Context: an optimization exercise on an open-source flow, tuned for small area. The choices shown serve that exercise and are no tape-out recipe.
The RTL was checked by simulation tests, not by an equivalence proof against the original design.
Power figures rest on the tool's default switching activity, not on a simulated workload.

## build 74
==> flow/design.v (excerpt) <==
module rvExecTop (
    input  logic                              clk,
    input  logic                              rst,
    input  logic                              issueValid,
    input  logic [3:0]                        aluCode,
    input  logic                              srcA,
    input  logic [1:0]                        srcB,
    input  logic [rvExecPkg::Xlen-1:0]        imm,
    input  logic [rvExecPkg::Xlen-1:0]        pc,
    input  logic [rvExecPkg::RegAddrW-1:0]    rs1Addr,
    input  logic [rvExecPkg::RegAddrW-1:0]    rs2Addr,
    input  logic [rvExecPkg::RegAddrW-1:0]    rdAddr,
    input  logic                              regWrite,
    output logic                              memValid,
    output logic [rvExecPkg::RegAddrW-1:0]    memRdAddr,
    output logic                              memRegWrite,
    output logic [rvExecPkg::Xlen-1:0]        memResult,
    output logic [rvExecPkg::Xlen-1:0]        memStoreData,
    output logic                              wbValid,
    output logic [rvExecPkg::RegAddrW-1:0]    wbRdAddr,
    output logic                              wbRegWrite,
    output logic [rvExecPkg::Xlen-1:0]        wbData
);
==> flow/config.mk <==
export PLATFORM = sky130hd
export DESIGN_NAME = rvExecTop
export DESIGN_NICKNAME = rvExecTop
export VERILOG_FILES = /design/flow/design.v
export SDC_FILE = /design/flow/constraint.sdc
export NUM_CORES = 4
export LEC_CHECK = 0
export CAP_MARGIN = 10
export CORE_MARGIN = 2
export CORE_UTILIZATION = 45
export CTS_BUF_LIST = sky130_fd_sc_hd__clkbuf_16
export CTS_CLUSTER_DIAMETER = 80
export CTS_CLUSTER_SIZE = 20
export SLEW_MARGIN = 10
==> flow/constraint.sdc <==
create_clock -name core_clock -period 6.0 [get_ports {clk}]
set_input_delay 1.2000 -clock core_clock [delete_from_list [all_inputs] [get_ports {clk}]]
set_output_delay 1.2000 -clock core_clock [all_outputs]
set_load 0.01 [all_outputs]
standard.sh (not shown) runs the stock make flow with config.mk's settings and CLKGATE_MAP_FILE= SYNTH_SCRIPT=/design/flow/synth_recipe.tcl, a recipe that flattens the netlist after the stock synthesis.
==> flow/flow/run.sh <==
#!/bin/bash
set -e
export BUFFER_PORTS_ARGS="-inputs -outputs -buffer_cell sky130_fd_sc_hd__buf_1"
export CTS_ARGS="-sink_clustering_enable -repair_clock_nets -dont_use_dummy_load -buf_list sky130_fd_sc_hd__clkbuf_16 -sink_clustering_size 20 -sink_clustering_max_diameter 80"
bash standard.sh > standard.log 2>&1
Build 74 finished all stages; the layout is clean.
The following lists how build 4 was set up differently from build 74:
Settings: swapping 45 for 35 in CORE_UTILIZATION.
==> flow/run.sh (new file) <==
#!/bin/bash
# synth_recipe.tcl (not shown) runs the flow's synth.tcl, then flattens the netlist and writes it again
# the make line also repeats each setting of config.mk as NAME=value (left out here)
make -C /OpenROAD-flow-scripts/flow DESIGN_CONFIG=/design/flow/config.mk WORK_HOME=/design/flow/orfs CLKGATE_MAP_FILE= SYNTH_SCRIPT=/design/flow/synth_recipe.tcl finish
removed: flow/flow/run.sh
removed: flow/standard.sh
[summary]
Switching share of power, build 4 and build 74, higher one = build 4.
Build 4 vs. build 74: number of tap instances climbed 446, maximum cell stage delay along the critical path shows an increase of 0.03 ns, combinational power now larger, register-to-register slack has increased.
Compared with build 74, build 4 shows a non-clock buffer count that is 9 lower.
Against build 74, build 4 reports a clock latency reported for the late side of the worst-skew pair that is higher.
Post-route worst setup slack ends up higher on build 4.
Setup changes, build 4 to build 53
==> flow/flow/run.sh (new file) <==
#!/bin/bash
set -e
export BUFFER_PORTS_ARGS="-inputs -outputs -buffer_cell sky130_fd_sc_hd__buf_1"
export CTS_ARGS="-sink_clustering_enable -repair_clock_nets -dont_use_dummy_load -buf_list sky130_fd_sc_hd__clkbuf_16 -sink_clustering_size 20 -sink_clustering_max_diameter 80"
bash standard.sh > standard.log 2>&1
==> flow/standard.sh (new file) <==
#!/bin/bash
# synth_recipe.tcl (not shown) runs the flow's synth.tcl, then flattens the netlist and writes it again
# the make line also repeats each setting of config.mk as NAME=value (left out here)
make -C /OpenROAD-flow-scripts/flow DESIGN_CONFIG=/design/flow/config.mk WORK_HOME=/design/flow/orfs CLKGATE_MAP_FILE= SYNTH_SCRIPT=/design/flow/synth_recipe.tcl "${@:-finish}"
removed: flow/run.sh
### Flow results
- Going from build 4 to build 53, maximum VDD drop grows by about 3.3%.
- Launching instance or port of the critical path = idExInst.rs1HiEx[3]$_DFF_P_: build 53; launching instance or port of the critical path = idExInst.rs2LoEx[1]$_DFF_P_: build 4
- Met3 track demand over resource (lower): build 53
- Final design area excluding fillers: build 4 and build 53 compared, higher one is build 4
- Status: sequential power parity (build 53, build 4)
- Build 53 has number of vias in the routed layout below what build 4 had.
- Looking at build 4 and build 53, the clock transition at the registers of the reported paths is a wash.
- In build 53, portion of total power attributed to the clock network is lower than in build 4.
What build 86 does differently from build 53 at the input level:
Settings: CTS_CLUSTER_DIAMETER changed from 80 to 60; CTS_CLUSTER_SIZE changed from 20 to 12; CORE_UTILIZATION changed from 35 to 45; CTS_BUF_LIST changed from sky130_fd_sc_hd__clkbuf_16 to sky130_fd_sc_hd__clkbuf_8.
==> flow/flow/run.sh <==
#!/bin/bash
set -e
export BUFFER_PORTS_ARGS="-inputs -outputs -buffer_cell sky130_fd_sc_hd__buf_1"
export CTS_ARGS="-sink_clustering_enable -repair_clock_nets -dont_use_dummy_load -buf_list sky130_fd_sc_hd__clkbuf_8 -sink_clustering_size 12 -sink_clustering_max_diameter 60"
bash standard.sh > standard.log 2>&1
Results
Summary of build 86 over build 53: setup slack down 0.073 ns, highest achievable clock rate shows a reduction of 1.2%.
Lower die width was reported by build 86, not build 53.
The total global routing track utilization of build 86 exceeds that of build 53 by 8.9 points.
On design area, build 86 does better than build 53.
Per the comparison of build 86 with build 53, total design power lower; ratio of final minimum period to clock period +1.2 points.

[re-timing with driven ports]
In the flow no input, the clock included, has a driving cell. The finished layouts below were timed again as built, in two steps.
Step 1 assumes that a clkbuf_16 drives the clock port and a buf_2 every other input.
Step 2 also shifts input and output timing later by t, the mid clock arrival at the registers, as if the neighbouring blocks saw the same clock.
Slacks: no drivers / after step 1 / after step 2; pairs: no drivers / after step 1.
| run | t, ns | slack for setup (ns) | hold slack, ns | worst data-port slew with drivers (ns) |
|---|---|---|---|---|
| build 74 | 0.752 | 0.249 / 0.249 / 0.249 | 0.420 / 0.420 / 0.420 | 0.06 |
| build 4 | 0.823 | 0.294 / 0.294 / 0.294 | 0.412 / 0.412 / 0.412 | 0.09 |
| build 53 | 0.786 | 0.221 / 0.221 / 0.221 | 0.414 / 0.414 / 0.414 | 0.11 |
| build 86 | 0.918 | 0.148 / 0.148 / 0.148 | 0.379 / 0.332 / 0.423 | 0.07 |
After both steps setup and hold are still met in every run listed.
